Context: an optimization exercise on an open-source flow, tuned for small area, a short achievable clock period and few clock cycles per item. The choices shown serve that exercise and are no tape-out recipe. No functional check of the RTL was part of any run shown here. No activity file was given, so power comes from the tool's default toggle rates.

[flow/design.v]
package mfcc_delta_pkg;
    localparam int CEP_DATA_WIDTH = 16;
    localparam int NUM_CEP        = 13;
    localparam int DELTA_WIN      = 5;
    localparam logic [2:0] LAST_SLOT = 3'(DELTA_WIN - 1);
    localparam logic [2:0] WIN_FULL  = 3'(DELTA_WIN);
    typedef enum logic {
        FILL    = 1'b0,
        COMPUTE = 1'b1
    } state_t;
    function automatic logic [2:0] slot_sub(input logic [2:0] slot, input logic [2:0] off);
        logic [3:0] s;
        s = {1'b0, slot} + 4'd5 - {1'b0, off};
        if (s >= 4'd5) begin
            s = s - 4'd5;
        end
        slot_sub = s[2:0];
    endfunction
    function automatic logic [2:0] slot_inc(input logic [2:0] slot);
        slot_inc = (slot == LAST_SLOT) ? 3'd0 : slot + 3'd1;
    endfunction
endpackage
module delta_coef_index_cnt #(
    parameter int WIDTH = 7
) (
    input  logic             clk,
    input  logic             rst_n,
    input  logic             clr_i,
    input  logic             en_i,
    input  logic [WIDTH-1:0] limit_i,
    output logic [WIDTH-1:0] out_o,
    output logic             over_o
);
    logic [WIDTH-1:0] cnt_q;
    logic [WIDTH-1:0] cnt_d;
    assign over_o = (cnt_q == limit_i);
    assign out_o  = cnt_q;
    always_comb begin
        cnt_d = cnt_q;
        if (clr_i) begin
            cnt_d = '0;
        end else if (en_i) begin
            cnt_d = over_o ? '0 : cnt_q + WIDTH'(1);
        end
    end
    always_ff @(posedge clk or negedge rst_n) begin
        if (!rst_n) begin
            cnt_q <= '0;
        end else begin
            cnt_q <= cnt_d;
        end
    end
endmodule
module delta_cep_window_calc #(
    parameter int DATA_WIDTH = mfcc_delta_pkg::CEP_DATA_WIDTH,
    parameter int NUM_CEP    = mfcc_delta_pkg::NUM_CEP,
    parameter int IDX_WIDTH  = 7,
    parameter int OUT_WIDTH  = DATA_WIDTH + 3
) (
    input  logic                  clk,
    input  logic                  rst_n,
    input  logic                  clear,
    input  logic                  cep_in_valid,
    input  logic [DATA_WIDTH-1:0] cep_in_data,
    output logic                  cep_in_ready,
    output logic                  delta_valid,
    output logic [OUT_WIDTH-1:0]  delta_data,
    output logic [IDX_WIDTH-1:0]  delta_idx,
    output logic                  delta_frame_end
);
    localparam int RING = 4 * NUM_CEP;           
    localparam int HALF = RING / 2;              
    localparam int SW   = $clog2(RING);
    localparam int KW   = $clog2(NUM_CEP);
    localparam int PW   = DATA_WIDTH + 1;        
    localparam logic [SW-1:0] SLOT_A = SW'(RING - 2);    
    localparam logic [SW-1:0] SLOT_B = SW'(HALF - 2);    
    localparam logic [KW-1:0] K_LAST = KW'(NUM_CEP - 1);
    logic [DATA_WIDTH-1:0] ring_q [RING];
    logic [DATA_WIDTH-1:0] in_data_q;
    logic                  ins_a_q, ins_b_q;    
    logic                  ready_q;
    logic                  rdy_a_q, rdy_b_q;    
    logic [SW-1:0]         slot_q, slot_d;      
    logic                  xfer;
    logic [KW-1:0]         k_q;                 
    logic [2:0]            frames_q;            
    logic                  ins;
    logic signed [PW-1:0]        pd_q;
    logic signed [OUT_WIDTH-1:0] e_q;
    logic                  delta_valid_q;
    logic [OUT_WIDTH-1:0]  delta_data_q;
    logic                  delta_frame_end_q;
    assign xfer = cep_in_valid & ready_q & ~clear;
    assign slot_d = xfer ? slot_q : ((slot_q == SW'(RING - 1)) ? '0 : slot_q + SW'(1));
    always_ff @(posedge clk or negedge rst_n) begin
        if (!rst_n) begin
            slot_q  <= SLOT_A;
            ready_q <= 1'b1;
            rdy_a_q <= 1'b1;
            rdy_b_q <= 1'b0;
            ins_a_q <= 1'b0;
            ins_b_q <= 1'b0;
        end else begin
            slot_q  <= slot_d;
            ready_q <= (slot_d == SLOT_A) | (slot_d == SLOT_B);
            rdy_a_q <= (slot_d == SLOT_A);
            rdy_b_q <= (slot_d == SLOT_B);
            ins_a_q <= xfer & rdy_a_q;
            ins_b_q <= xfer & rdy_b_q;
        end
    end
    always_ff @(posedge clk) begin
        in_data_q <= cep_in_data;
    end
    always_ff @(posedge clk) begin
        for (int p = 0; p < RING; p++) begin
            if (p == 0)
                ring_q[p] <= ins_a_q ? in_data_q : ring_q[RING-1];
            else if (p == HALF)
                ring_q[p] <= ins_b_q ? in_data_q : ring_q[p-1];
            else
                ring_q[p] <= ring_q[p-1];
        end
    end
    logic signed [OUT_WIDTH-1:0] pd_x, old_n, cin;
    logic [DATA_WIDTH-1:0]       old;
    assign old   = rdy_b_q ? ring_q[HALF-2] : ring_q[RING-2];
    assign pd_x  = OUT_WIDTH'($signed(pd_q ^ {PW{rdy_b_q}}));
    assign old_n = {~{{(OUT_WIDTH-DATA_WIDTH-1){old[DATA_WIDTH-1]}}, old}, 1'b1};
    assign cin   = OUT_WIDTH'({rdy_b_q, ~rdy_b_q});
    always_ff @(posedge clk) begin
        pd_q         <= PW'($signed(ring_q[NUM_CEP-3])) - PW'($signed(ring_q[HALF+NUM_CEP-3]));
        e_q          <= pd_x + old_n + cin;
        delta_data_q <= (OUT_WIDTH'($signed(in_data_q)) <<< 1) + e_q;
    end
    assign ins = (ins_a_q | ins_b_q) & ~clear;
    always_ff @(posedge clk or negedge rst_n) begin
        if (!rst_n) begin
            k_q               <= K_LAST;
            frames_q          <= '0;
            delta_valid_q     <= 1'b0;
            delta_frame_end_q <= 1'b0;
        end else begin
            delta_valid_q <= ins & frames_q[2];
            if (clear) begin
                k_q               <= K_LAST;
                frames_q          <= '0;
                delta_frame_end_q <= 1'b0;
            end else if (ins) begin
                delta_frame_end_q <= (k_q == K_LAST - KW'(1));
                if (k_q == K_LAST) begin
                    k_q <= '0;
                end else begin
                    k_q <= k_q + KW'(1);
                    if (k_q == K_LAST - KW'(1) && !frames_q[2]) frames_q <= frames_q + 3'd1;
                end
            end
        end
    end
    assign cep_in_ready    = ready_q;
    assign delta_valid     = delta_valid_q;
    assign delta_data      = delta_data_q;
    assign delta_idx       = IDX_WIDTH'(k_q);
    assign delta_frame_end = delta_frame_end_q;
endmodule
[flow/run.sh]
#!/bin/bash
# synth_recipe.tcl (not shown) runs the flow's synth.tcl, then flattens the netlist and writes it again
# the make line also repeats each setting of config.mk as NAME=value (left out here)
make -C /OpenROAD-flow-scripts/flow DESIGN_CONFIG=/design/flow/config.mk WORK_HOME=/design/flow/orfs CLKGATE_MAP_FILE= SYNTH_SCRIPT=/design/flow/synth_recipe.tcl finish
[flow/config.mk]
export PLATFORM = sky130hd
export DESIGN_NAME = delta_cep_window_calc
export DESIGN_NICKNAME = delta_cep_window_calc
export VERILOG_FILES = /design/flow/design.v
export SDC_FILE = /design/flow/constraint.sdc
export NUM_CORES = 4
export LEC_CHECK = 0
export CAP_MARGIN = 20
export CORE_MARGIN = 2
export CORE_UTILIZATION = 40
export SLEW_MARGIN = 20
[flow/constraint.sdc]
create_clock -name core_clock -period 11.0 [get_ports {clk}]
set_input_delay 2.2000 -clock core_clock [delete_from_list [all_inputs] [get_ports {clk}]]
set_output_delay 2.2000 -clock core_clock [all_outputs]
set_load 0.01 [all_outputs]
==> results of run 1 <==
==> cell families after synthesis <==
group,count (synthesis),synth area share (%)
AO/OA/AOI/OAI,174,5.01
XOR/XNOR,56,2.17
adder cells (fa/ha/maj),73,4.14
buffers and inverters,60,1.16
flip-flops,923,82.2
multiplexers,49,2.35
other,1,0.0166
AND/OR/NAND/NOR,129,2.94
==> final cells by class <==
| class | instances | share of cell area [%] |
|---|---|---|
| diodes | 1 | 0.00937 |
| clock buffers | 119 | 9.12 |
| clock inverters | 35 | 1.34 |
| inverters | 37 | 0.520 |
| multi-input cells | 484 | 14.1 |
| flip-flops and latches | 923 | 69.6 |
| well taps | 756 | 3.54 |
| repair buffers | 48 | 1.77 |
==> through the flow <==
stage	instance area, um^2	std cells
detailed placement	23900	2248
CTS	26700	2402
finish	26700	2403
floorplan	22600	1467
global placement	23900	2248
global route	26700	2402
==> state kept, by name, summed over array words and instances, names as in the netlist <==
name,count
delta_data_q,19
delta_frame_end_q,1
delta_valid_q,1
e_q,19
frames_q,3
in_data_q,16
ins_a_q,1
ins_b_q,1
k_q,4
pd_q,17
rdy_a_q,1
rdy_b_q,1
ready_q,1
ring_q,832
slot_q,6
==> final timing paths <==
kind | end | slack (ns) | start
setup / recovery | delta_idx[3] | 7.09 | k_q[3]$_DFFE_PN1P_
max in group asynchronous | rdy_b_q$_DFF_PN0_ | 8.28 | rst_n
min in group asynchronous | ins_a_q$_DFF_PN0_ | 2.11 | rst_n
hold reg to reg | ring_q[23][15]$_DFF_P_ | 0.31 | ring_q[22][15]$_DFF_P_
hold / removal | ring_q[23][15]$_DFF_P_ | 0.31 | ring_q[22][15]$_DFF_P_
setup reg to reg | e_q[13]$_DFF_P_ | 7.49 | rdy_b_q$_DFF_PN0_
==> cells in the final DEF, fill, tap and decap left out, drive strengths merged, types with 7 or more instances in the layout <==
cell type      instances
mux2                  32
nor3                  12
ha                    70
o21ai                 32
a31oi                  7
mux2i                 17
inv                   41
o21a                  12
a21o                  16
dfrtp                 13
a211oi                 8
clkdlybuf4s50         45
nand3                 16
a21oi                 59
dfxtp                903
clkbuf               119
xor2                  26
nor2                  41
nand2                 19
clkinv                22
dfstp                  7
xnor2                 30
==> layer usage <==
layer | vias to the layer above | share of wire, % | routed length (um) | global-route usage [%]
met5 | - | 0 | 0 | 0
met4 | 0 | 3.2 | 1040 | 5.66
met3 | 75 | 4.6 | 1500 | 2.92
met2 | 221 | 42 | 13600 | 16.8
met1 | 4732 | 51 | 16500 | 15.6
li1 | 5088 | - | - | -
==> power groups by stage <==
stage / logic, uW / clock network, uW / registers, uW
after floorplan: 382 / 0 / 3530
after global placement: 529 / 0 / 3540
after detailed placement: 540 / 0 / 3540
after CTS: 543 / 2920 / 3460
after global routing: 598 / 3070 / 3470
final: 542 / 2840 / 3460
==> metrics.csv, run 1 <==
stage,metric,value,unit
finish,seq_area,0.0186,mm^2
global_route,grt_pass1_vias,10200,
detailed_routing,first_pass_iters,5,
clock_tree,clk_pin_slew,0.06,ns
yosys,seq_area_frac_synth,82.2,%
yosys,synthArstFlopShare,2.17,%
clock_tree,cts_resized,0,
setup_path,crit_slowest_cell,dfstp_2,
timing,timing.fmax,256,MHz
placement,hpwl,20.5,mm
clock_tree,cts_tree,done,
detailed_routing,vias_per_cell,4.21,
finish,fill_cells,4781,
die,std_cell_rows,87,
setup_path,crit_family,flip-flops,
finish,area_delta_synth_final,18.2,%
clock_tree,cts_sinks,923,
setup_path,worstSetupStartpointType,flip-flop,
detailed_routing,num_vias,10100,
die,fp.dieH,242,um
finish,final_core_util,47.6,%
detailed_routing,drt-initial-drc-count,526,
setup_path,end_kind,output pin,
die,coreArea,0.0562,mm^2
timing,final.min_clock_period,3.91,ns
power_and_ir_drop,internal-power,5330,uW
power_and_ir_drop,swShare,22.2,%
yosys,yosysWarnings,2,
status,outcome,no timing/DRC/antenna violations,
detailed_routing,avgRoutedWirePerCell,13.6,um
yosys,yosys.cell_types.count,72,
yosys,synthCells,1465,
power_and_ir_drop,ir_drop,0.144,mV
min_path,hp-class,reg -> reg,
placement,place.gp.congestion,0.861,
finish,drive_gt1_share,11.9,%
timing,worst_slew_pin_slew,0.912,ns
detailed_routing,drc,0,
setup_path,worstPathCellList,clkdlybuf4s50_1,
clock_tree,cts_setup_buffers,0,
global_route,track_usage,11.4,%
yosys,syn_area_per_cell,15.4,um^2
yosys,synth-edff-count,0,
timing,timing.hold.ws,0.307,ns
setup_path,critical_path_class,reg -> out,
setup_path,cp_num_cells,1,
clock_tree,htreeDepth,3,
placement,io_buffers,45,
global_route,grt_pass1_wl,52.8,mm
setup_path,critPathMaxFanout,6,
timing,hold_viol_final,0,
timing,finalWorstSetupSlack,7.09,ns
yosys,syn_area,0.0226,mm^2
setup_path,worstPathRequired,8.80,ns
global_route,antenna_found_initial,2,
die,design.portCount,49,
clock_tree,cts_buffers,84,
power_and_ir_drop,total_power,6850,uW
timing,skew,0.0257,ns
setup_path,cp_slowest_stage_delay,0.58,ns
finish,nets,1671,
power_and_ir_drop,clkPwrFrac,41.5,%
power_and_ir_drop,power_density,256,mW/mm^2
setup_path,cp_num_buf_inv,1,
setup_path,ff2ff_path_depth,12,
yosys,post-synth-top-count-cell,dfxtp_1,
timing,relSlewSlack,39.0,%
clock_tree,clkLatencyLatePin,0.61,ns
timing,period_share,35.6,%
die,dieArea,0.0584,mm^2
timing,setup_tns,0,ns
yosys,yosys-top-cells-count,"dfxtp_1, ha_1, a21oi_1",
placement,pre_cts_slack,6.85,ns
yosys,yosys.area.top_type,dfxtp_1,
finish,multiInputGateArea,0.00377,mm^2
die,die_w,242,um
setup_path,arrival,1.71,ns
die,start_util,40.2,%
yosys,synth-seq-cells,923,
timing,rsz0062_at_grt,false,
clock_tree,clockRootBuffer,clkbuf_16,
power_and_ir_drop,pwr-share-seq,50.6,%
detailed_routing,wirelength,32.6,mm
timing,setup_violations,0,
global_route,grt_start_max_net_pins,37,
global_route,grt_overflow_total,0,
power_and_ir_drop,leakage,0.0109,uW
yosys,ys_top_cells_by_area,"dfxtp_1, ha_1, mux2_2",
timing,maxSlewViolCount,0,
power_and_ir_drop,p_switching,1520,uW
yosys,synth_flop_cell,dfxtp_1,
yosys,yosysTopAreaCellShare,80.0,%
clock_tree,cts_buffer_depth,3,
detailed_routing,antenna_left,0,
min_path,holdPathStages,0,
clock_tree,holdBufCountCts,0,
power_and_ir_drop,combPwrFrac,7.9,%
job,cap_viol_max_count,0,
==> run 2, diff against run 1 <==
==> flow/flow/run.sh (new file) <==
#!/bin/bash
set -euo pipefail
cd "$(dirname "$0")/.."
export CTS_ARGS="-sink_clustering_enable -repair_clock_nets -dont_use_dummy_load -buf_list {sky130_fd_sc_hd__clkbuf_4 sky130_fd_sc_hd__clkbuf_8 sky130_fd_sc_hd__clkbuf_16}"
export BUFFER_PORTS_ARGS="-buffer_cell sky130_fd_sc_hd__buf_2"
export SETUP_SLACK_MARGIN=7.3
bash standard.sh > make.log 2>&1
==> flow/standard.sh (new file) <==
#!/bin/bash
# synth_recipe.tcl (not shown) runs the flow's synth.tcl, then flattens the netlist and writes it again
# the make line also repeats each setting of config.mk as NAME=value (left out here)
make -C /OpenROAD-flow-scripts/flow DESIGN_CONFIG=/design/flow/config.mk WORK_HOME=/design/flow/orfs CLKGATE_MAP_FILE= SYNTH_SCRIPT=/design/flow/synth_recipe.tcl "${@:-finish}"
removed: flow/run.sh
==> run 2 against run 1 <==
  * Still clean
  * Die area is the same
  * Final area shrank 3.4%
  * Power is 7.3% lower
  * Sequential power about the same
  * Flip-flop and latch count is the same
  * Register-to-register slack improved by 0.23 ns
  * Worst setup slack better by 0.42 ns
  * Synthesized area did not move
  * Clock power is 16% lower
  * Critical path type unchanged
  * Largest power group unchanged
==> metrics.csv, run 2 <==
stage,metric,value,unit,change
yosys,yosysTopAreaCellShare,80.0,%,unchanged
detailed_routing,drt-initial-drc-count,411,,was 526
global_route,antenna_found_initial,2,,unchanged
setup_path,worstPathRequired,8.80,ns,about the same
yosys,synthArstFlopShare,2.17,%,unchanged
timing,setup_violations,0,,unchanged
placement,hpwl,20.7,mm,was 20.5 mm
placement,place.gp.congestion,0.812,,was 0.861
setup_path,worstPathCellList,buf_2,,was clkdlybuf4s50_1
die,start_util,40.2,%,unchanged
finish,mostFrequentLayoutCells,"dfxtp_1, clkbuf_16, ha_1",,unchanged
detailed_routing,first_pass_iters,4,,was 5
setup_path,worstSetupStartpointType,flip-flop,,unchanged
yosys,synth-edff-count,0,,unchanged
yosys,yosysWarnings,2,,unchanged
setup_path,arrival,1.29,ns,was 1.71 ns
power_and_ir_drop,ir_drop,0.137,mV,was 0.144 mV
clock_tree,cts_buffers,84,,unchanged
global_route,grt_start_max_net_pins,37,,unchanged
setup_path,crit_slowest_cell,dfstp_2,,unchanged
finish,area_delta_synth_final,14.1,%,was 18.2%
timing,hold_viol_final,0,,unchanged
power_and_ir_drop,power_density,246,mW/mm^2,was 256 mW/mm^2
yosys,synthCells,1465,,unchanged
die,fp.dieH,242,um,unchanged
finish,nets,1671,,unchanged
timing,timing.hold.ws,0.272,ns,was 0.307 ns
setup_path,critical_path_class,reg -> out,,unchanged
min_path,hp-class,reg -> reg,,unchanged
yosys,syn_area,0.0226,mm^2,unchanged
timing,relSlewSlack,62.6,%,was 39.0%
global_route,grt_pass1_vias,10100,,was 10200
detailed_routing,avgRoutedWirePerCell,13.9,um,was 13.6 um
die,design.portCount,49,,unchanged
timing,timing.fmax,287,MHz,was 256 MHz
yosys,synth_flop_cell,dfxtp_1,,unchanged
job,cap_viol_max_count,0,,unchanged
finish,reg.largest.list,"ring_q: 832 flops, delta_data_q: 19 flops, e_q: 19 flops",,unchanged
timing,setup_tns,0,ns,unchanged
global_route,track_usage,11.4,%,about the same
finish,drive_gt1_share,12.0,%,was 11.9%
power_and_ir_drop,leakage,0.0106,uW,was 0.0109 uW
detailed_routing,wirelength,32.5,mm,was 32.6 mm
clock_tree,htreeDepth,3,,unchanged
yosys,yosys.area.top_type,dfxtp_1,,unchanged
finish,layout.cells.most_common,dfxtp_1,,unchanged
detailed_routing,drc,0,,unchanged
yosys,syn_area_per_cell,15.4,um^2,unchanged
global_route,grt_pass1_wl,52.5,mm,was 52.8 mm
detailed_routing,num_vias,9951,,was 10100
setup_path,critPathMaxFanout,6,,unchanged
clock_tree,cts_sinks,923,,unchanged
die,coreArea,0.0562,mm^2,unchanged
finish,final_core_util,45.9,%,was 47.6%
detailed_routing,antenna_left,0,,unchanged
clock_tree,clockRootBuffer,clkbuf_16,,unchanged
setup_path,cp_slowest_stage_delay,0.57,ns,was 0.58 ns
setup_path,end_kind,output pin,,unchanged
setup_path,crit_family,flip-flops,,unchanged
detailed_routing,vias_per_cell,4.27,,was 4.21
timing,skew,0.0586,ns,was 0.0257 ns
yosys,yosys-top-cells-count,"dfxtp_1, ha_1, a21oi_1",,unchanged
finish,largest_register,ring_q,,unchanged
yosys,ys_top_cells_by_area,"dfxtp_1, ha_1, mux2_2",,unchanged
finish,largest_reg_flops,832,,unchanged
yosys,synth-seq-cells,923,,unchanged
yosys,seq_area_frac_synth,82.2,%,unchanged
die,dieArea,0.0584,mm^2,unchanged
clock_tree,clkLatencyLatePin,0.61,ns,about the same
global_route,grt_overflow_total,0,,unchanged
yosys,post-synth-top-count-cell,dfxtp_1,,unchanged
setup_path,cp_num_buf_inv,1,,unchanged
timing,maxSlewViolCount,0,,unchanged
timing,final.min_clock_period,3.49,ns,was 3.91 ns
timing,worst_slew_pin_slew,0.558,ns,was 0.912 ns
clock_tree,holdBufCountCts,0,,unchanged
clock_tree,cts_tree,done,,unchanged
die,std_cell_rows,87,,unchanged
die,die_w,242,um,unchanged
timing,rsz0062_at_grt,false,,unchanged
clock_tree,clk_pin_slew,0.06,ns,about the same
clock_tree,cts_buffer_depth,3,,unchanged
finish,diodes,0,,was 1
timing,period_share,31.7,%,was 35.6%
status,outcome,no timing/DRC/antenna violations,,unchanged
placement,io_buffers,45,,unchanged
yosys,yosys.cell_types.count,72,,unchanged
-- run 2: cell counts after synthesis --
Identical to the previous run, type by type.
-- run 2: kinds of logic (layout without fill, tap and decap cells) --
family	count (synthesis)	in the layout	synth area share, %
muxes	49	49	2.35
and+or+nand+nor	129	129	2.94
DFF	923	923	82.2
xor gates and xnor gates	56	56	2.17
AOI/OAI and AO/OA	174	174	5.01
adders and majority gates	73	73	4.14
other	1	3	0.0166
buffers and inverters	60	169	1.16
-- run 2: final cells by class --
class                      count  area (um^2)
fill                        4905        30400
timing repair buffer          48          260
multi-input combinational    484         3770
sequential                   923        18600
inverter                      37          139
tap                          756          946
clock buffer                  84         2100
-- run 2: path summary, 6_finish.rpt --
kind                                       start               endpoint  slack [ns]  depth (start not counted)
setup / recovery              k_q[3]$_DFFE_PN1P_           delta_idx[3]        7.51                          1
hold / removal             ring_q[35][2]$_DFF_P_  ring_q[36][2]$_DFF_P_        0.27                          0
setup reg to reg               rdy_b_q$_DFF_PN0_        e_q[13]$_DFF_P_        7.72                         12
hold reg to reg            ring_q[35][2]$_DFF_P_  ring_q[36][2]$_DFF_P_        0.27                          0
max in group asynchronous                  rst_n     k_q[2]$_DFFE_PN1P_        9.10                          1
min in group asynchronous                  rst_n    slot_q[0]$_DFF_PN0_        1.54                          1
-- run 2: layer usage --
metal	up-vias	GRT usage, %	part of all wire (%)
met1	4686	15.7	50
met2	189	16.9	42
met3	56	2.81	4.8
met4	0	5.39	2.6
met5	-	0	0
li1	5020	-	-
-- run 2: power breakdown --
group | total [uW] | internal, uW | leakage [uW] | switching, uW
Sequential | 3470 | 3420 | 0.00754 | 49.3
Combinational | 501 | 223 | 0.00205 | 279
Clock | 2380 | 1340 | 0.00104 | 1040
-- run 2: through the flow --
stage               instances  power, uW  instance area, um^2  setup WS, ns
finish                   2332       6350                25800          7.51
global route             2332       6640                25800          7.45
CTS                      2331       6430                25800          7.46
detailed placement       2247       4040                23700          7.34
global placement         2247       4020                23700          7.44
floorplan                1467       3920                22600          7.61
-- run 2: what timing repair did --
| action | CTS | global route |
|---|---|---|
| setup endpoints to repair | 1 | 1 |
| buffers inserted | 0 | 1 |
| resized for setup | 1 | 0 |
| pin swaps | 0 | 0 |
==> run 3, diff against run 2 <==
--- a/flow/design.v
+++ b/flow/design.v
@@ -73,5 +73,4 @@
     localparam int SW   = $clog2(RING);
     localparam int KW   = $clog2(NUM_CEP);
-    localparam int PW   = DATA_WIDTH + 1;        
     localparam logic [SW-1:0] SLOT_A = SW'(RING - 2);    
     localparam logic [SW-1:0] SLOT_B = SW'(HALF - 2);    
@@ -87,6 +86,4 @@
     logic [2:0]            frames_q;            
     logic                  ins;
-    logic signed [PW-1:0]        pd_q;
-    logic signed [OUT_WIDTH-1:0] e_q;
     logic                  delta_valid_q;
     logic [OUT_WIDTH-1:0]  delta_data_q;
@@ -124,14 +121,22 @@
         end
     end
-    logic signed [OUT_WIDTH-1:0] pd_x, old_n, cin;
-    logic [DATA_WIDTH-1:0]       old;
-    assign old   = rdy_b_q ? ring_q[HALF-2] : ring_q[RING-2];
-    assign pd_x  = OUT_WIDTH'($signed(pd_q ^ {PW{rdy_b_q}}));
-    assign old_n = {~{{(OUT_WIDTH-DATA_WIDTH-1){old[DATA_WIDTH-1]}}, old}, 1'b1};
-    assign cin   = OUT_WIDTH'({rdy_b_q, ~rdy_b_q});
+    logic [DATA_WIDTH-1:0] c_p1, c_m1, c_m2;
+    logic [OUT_WIDTH-1:0]  op_x, op_y, op_z, op_w;
+    logic [OUT_WIDTH-1:0]  s1, c1, s2, c2;
+    assign c_p1 = ins_b_q ? ring_q[HALF + NUM_CEP - 1] : ring_q[NUM_CEP - 1];
+    assign c_m1 = ins_b_q ? ring_q[NUM_CEP - 1]        : ring_q[HALF + NUM_CEP - 1];
+    assign c_m2 = ins_b_q ? ring_q[HALF - 1]           : ring_q[RING - 1];
+    assign op_x = {{(OUT_WIDTH-DATA_WIDTH-1){in_data_q[DATA_WIDTH-1]}}, in_data_q, 1'b1};
+    assign op_y = {{(OUT_WIDTH-DATA_WIDTH-1){~c_m2[DATA_WIDTH-1]}}, ~c_m2, 1'b1};
+    assign op_z = {{(OUT_WIDTH-DATA_WIDTH){c_p1[DATA_WIDTH-1]}}, c_p1};
+    assign op_w = {{(OUT_WIDTH-DATA_WIDTH){~c_m1[DATA_WIDTH-1]}}, ~c_m1};
+    assign s1 = op_x ^ op_y ^ op_z;
+    assign c1 = {(op_x[OUT_WIDTH-2:0] & op_y[OUT_WIDTH-2:0]) | (op_x[OUT_WIDTH-2:0] & op_z[OUT_WIDTH-2:0])
+                 | (op_y[OUT_WIDTH-2:0] & op_z[OUT_WIDTH-2:0]), 1'b1};
+    assign s2 = s1 ^ c1 ^ op_w;
+    assign c2 = {(s1[OUT_WIDTH-2:0] & c1[OUT_WIDTH-2:0]) | (s1[OUT_WIDTH-2:0] & op_w[OUT_WIDTH-2:0])
+                 | (c1[OUT_WIDTH-2:0] & op_w[OUT_WIDTH-2:0]), 1'b0};
     always_ff @(posedge clk) begin
-        pd_q         <= PW'($signed(ring_q[NUM_CEP-3])) - PW'($signed(ring_q[HALF+NUM_CEP-3]));
-        e_q          <= pd_x + old_n + cin;
-        delta_data_q <= (OUT_WIDTH'($signed(in_data_q)) <<< 1) + e_q;
+        delta_data_q <= s2 + c2;
     end
     assign ins = (ins_a_q | ins_b_q) & ~clear;
==> flow/run.sh (new file) <==
#!/bin/bash
# synth_recipe.tcl (not shown) runs the flow's synth.tcl, then flattens the netlist and writes it again
# the make line also repeats each setting of config.mk as NAME=value (left out here)
make -C /OpenROAD-flow-scripts/flow DESIGN_CONFIG=/design/flow/config.mk WORK_HOME=/design/flow/orfs CLKGATE_MAP_FILE= SYNTH_SCRIPT=/design/flow/synth_recipe.tcl finish
removed: flow/flow/run.sh
removed: flow/standard.sh
==> run 3 against run 2 <==
  * Maximum frequency down 24%
  * Core utilization is 2.3 points higher
  * Still clean on timing, DRC and antenna
  * Largest power group unchanged
  * Cell count decreased by 9.8%
  * First-iteration DRC count is 0.49% higher
  * Clock-buffer cell count up 31
==> metrics.csv, run 3 <==
stage,metric,value,unit,change
clock_tree,cts_resized,0,,was 1
yosys,syn_area_per_cell,16.7,um^2,was 15.4 um^2
clock_tree,cts_tree,done,,unchanged
power_and_ir_drop,swShare,20.5,%,was 21.6%
setup_path,critPathMaxFanout,41,,was 6
power_and_ir_drop,combPwrFrac,3.8,%,was 7.9%
detailed_routing,avgRoutedWirePerCell,13.5,um,was 13.9 um
clock_tree,holdBufCountCts,0,,unchanged
clock_tree,cts_buffer_depth,3,,unchanged
die,dieArea,0.0543,mm^2,was 0.0584 mm^2
finish,layout.cells.most_common,dfxtp_1,,unchanged
global_route,grt_pass1_vias,8726,,was 10100
timing,skew,0.0296,ns,was 0.0586 ns
detailed_routing,first_pass_iters,4,,unchanged
global_route,grt_overflow_total,0,,unchanged
setup_path,reg2reg_setup_slack,6.39,ns,was 7.72 ns
placement,place.gp.congestion,0.768,,was 0.812
die,die_w,233,um,was 242 um
timing,rsz0062_at_grt,false,,unchanged
timing,hold_viol_final,0,,unchanged
yosys,ys_top_cells_by_area,"dfxtp_1, fa_1, mux2_2",,"was dfxtp_1, ha_1, mux2_2"
placement,hpwl,17.3,mm,was 20.7 mm
yosys,yosys-top-cells-count,"dfxtp_1, mux2_2, mux2i_1",,"was dfxtp_1, ha_1, a21oi_1"
global_route,grt_pass1_wl,45.4,mm,was 52.5 mm
yosys,synthCells,1256,,was 1465
global_route,antenna_found_initial,1,,was 2
yosys,synthArstFlopShare,2.25,%,was 2.17%
detailed_routing,antenna_left,0,,unchanged
power_and_ir_drop,pwr-share-seq,52.5,%,was 54.7%
detailed_routing,drc,0,,unchanged
finish,mostFrequentLayoutCells,"dfxtp_1, clkbuf_16, mux2_2",,"was dfxtp_1, clkbuf_16, ha_1"
setup_path,worstSetupStartpointType,flip-flop,,unchanged
power_and_ir_drop,internal-power,5010,uW,was 4980 uW
die,start_util,40.7,%,was 40.2%
power_and_ir_drop,clkPwrFrac,43.7,%,was 37.4%
timing,final.min_clock_period,4.61,ns,was 3.49 ns
finish,nets,1440,,was 1671
setup_path,end_kind,flip-flop,,was output pin
yosys,post-synth-top-count-cell,dfxtp_1,,unchanged
yosys,seq_area_frac_synth,85.1,%,was 82.2%
finish,largest_register,ring_q,,unchanged
global_route,track_usage,10.9,%,was 11.4%
finish,reg.largest.list,"ring_q: 832 flops, delta_data_q: 19 flops, in_data_q: 16 flops",,"was ring_q: 832 flops, delta_data_q: 19 flops, e_q: 19 flops"
power_and_ir_drop,power_density,253,mW/mm^2,was 246 mW/mm^2
timing,setup_violations,0,,unchanged
yosys,yosysTopAreaCellShare,82.7,%,was 80.0%
power_and_ir_drop,p_switching,1290,uW,was 1370 uW
timing,setup_tns,0,ns,unchanged
clock_tree,cts_sinks,887,,was 923
setup_path,critical_path_class,reg -> reg,,was reg -> out
clock_tree,clockRootBuffer,clkbuf_16,,unchanged
timing,period_share,41.9,%,was 31.7%
power_and_ir_drop,leakage,0.00997,uW,was 0.0106 uW
timing,timing.fmax,217,MHz,was 287 MHz
yosys,synth-edff-count,0,,unchanged
job,cap_viol_max_count,0,,unchanged
power_and_ir_drop,total_power,6310,uW,was 6350 uW
finish,area_delta_synth_final,18.7,%,was 14.1%
yosys,yosys.area.top_type,dfxtp_1,,unchanged
setup_path,arrival,5.10,ns,was 1.29 ns
detailed_routing,num_vias,8474,,was 9951
detailed_routing,vias_per_cell,4.03,,was 4.27
power_and_ir_drop,ir_drop,0.125,mV,was 0.137 mV
finish,largest_reg_flops,832,,unchanged
die,coreArea,0.0516,mm^2,was 0.0562 mm^2
finish,diodes,0,,unchanged
global_route,grt_start_max_net_pins,42,,was 37
clock_tree,cts_buffers,80,,was 84
status,outcome,no timing/DRC/antenna violations,,unchanged
die,fp.dieH,233,um,was 242 um
setup_path,worstPathRequired,11.49,ns,was 8.80 ns
clock_tree,htreeDepth,3,,unchanged
placement,io_buffers,45,,unchanged
timing,relSlewSlack,35.7,%,was 62.6%
finish,fill_cells,4273,,was 4905
clock_tree,clkLatencyLatePin,0.60,ns,was 0.61 ns
min_path,hp-class,reg -> reg,,unchanged
clock_tree,cts_setup_buffers,0,,unchanged
timing,worst_slew_pin_slew,0.961,ns,was 0.558 ns
die,design.portCount,49,,unchanged
finish,drive_gt1_share,13.5,%,was 12.0%
yosys,synth_flop_cell,dfxtp_1,,unchanged
yosys,synth-seq-cells,887,,was 923
yosys,yosysWarnings,2,,unchanged
timing,maxSlewViolCount,0,,unchanged
yosys,syn_area,0.0210,mm^2,was 0.0226 mm^2
yosys,yosys.cell_types.count,55,,was 72
detailed_routing,drt-initial-drc-count,413,,was 411
die,std_cell_rows,83,,was 87
detailed_routing,wirelength,28.3,mm,was 32.5 mm
clock_tree,clk_pin_slew,0.06,ns,about the same
==> run 3: worst paths after layout <==
| check | from | depth (start not counted) | to |
|---|---|---|---|
| max in group asynchronous | rst_n | 1 | ins_b_q$_DFF_PN0_ |
| worst min-delay path | ring_q[6][7]$_DFF_P_ | 0 | ring_q[7][7]$_DFF_P_ |
| worst max register to register | ins_b_q$_DFF_PN0_ | 10 | delta_data_q[18]$_DFF_P_ |
| worst max-delay path | ins_b_q$_DFF_PN0_ | 10 | delta_data_q[18]$_DFF_P_ |
| worst min register to register | ring_q[6][7]$_DFF_P_ | 0 | ring_q[7][7]$_DFF_P_ |
| min in group asynchronous | rst_n | 1 | delta_valid_q$_DFF_PN0_ |
==> run 3: metal layers <==
metal / vias to the layer above / wire, um / GRT usage (%)
met5: - / 0 / 0
met4: 0 / 689 / 4.16
met3: 54 / 1310 / 3.56
met2: 136 / 11600 / 15.6
met1: 4004 / 14800 / 15.3
li1: 4280 / - / -
==> run 3: cells by family (layout without fill, tap and decap cells) <==
family	after synthesis	after routing	synth area share (%)
xor gates and xnor gates	18	18	0.751
and+or+nand+nor	92	92	2.27
adders and majority gates	56	56	4.52
DFF	887	887	85.1
other	1	3	0.0179
AOI/OAI and AO/OA	65	65	1.95
muxes	85	85	4.35
buffers and inverters	52	218	1.03
==> run 3: worst max-delay path: stages, from the launching register on <==
cell      delay (ns)
dfrtp_4         0.68
buf_4           0.55
mux2_2          0.41
fa_1            0.46
fa_1            0.49
ha_1            0.37
a21oi_1         0.44
a21oi_1         0.15
a211oi_1        0.54
nor2_1          0.11
a211o_1         0.29
==> run 3: final cells by class <==
type                    count  area (um^2)  share of cell area [%]
well taps                 680          851                    3.42
clock inverters            27          334                    1.34
repair buffers             47          473                    1.90
flip-flops and latches    887        17900                    71.7
multi-input cells         319         2920                    11.7
inverters                  29          109                   0.437
clock buffers             115         2350                    9.45
==> run 3: per-stage QoR <==
stage | cells | utilization [%] | setup WS, ns | hold slack [ns] | instance area (um^2)
floorplan | 1258 | - | 6.97 | 0.310 | 21000
global route | 2104 | 48.3 | 6.08 | 0.309 | 24900
finish | 2104 | 48.3 | 6.39 | 0.300 | 24900
detailed placement | 1961 | 43.0 | 6.43 | 0.312 | 22200
CTS | 2103 | 48.2 | 6.43 | 0.295 | 24900
global placement | 1961 | 43.0 | 6.55 | 0.310 | 22200
==> run 3: power by group through the flow <==
stage / clock network [uW] / registers [uW] / logic (uW)
2_1_floorplan: 0 / 3360 / 156
3_3_place_gp: 0 / 3380 / 234
3_5_place_dp: 0 / 3380 / 241
4_1_cts: 2830 / 3310 / 242
5_1_grt: 2960 / 3310 / 270
6_report: 2760 / 3310 / 239

## port drivers added, routing unchanged
Ports are ideal in the flow. The routed layouts listed here were re-timed in OpenROAD.
Step 1 sets driving cells, clkbuf_16 on the clock port and buf_2 on the other inputs (assumed; they add their load-dependent delay and slew).
Step 2 moves the port delays by t, midway between the first and last clock arrival at a register: inputs arrive t later, outputs are due t later. That takes back most of the time a late clock gives input paths.
a / b / c = ideal ports / drivers / drivers and shift; a / b = the first two.
| run | shift t [ns] | setup slack, ns | latest minus earliest clock arrival (ns) |
|---|---|---|---|
| run 1 | 0.651 | 7.088 / 7.033 / 6.819 | 0.027 / 0.027 |
| run 2 | 0.634 | 7.510 / 7.453 / 7.444 | 0.060 / 0.060 |
| run 3 | 0.640 | 6.387 / 6.387 / 6.387 | 0.030 / 0.030 |
After both steps every run listed still meets setup and hold. The setup slack of run 1, which loses most, moves by -0.055 ns with the drivers and by -0.269 ns with both steps.
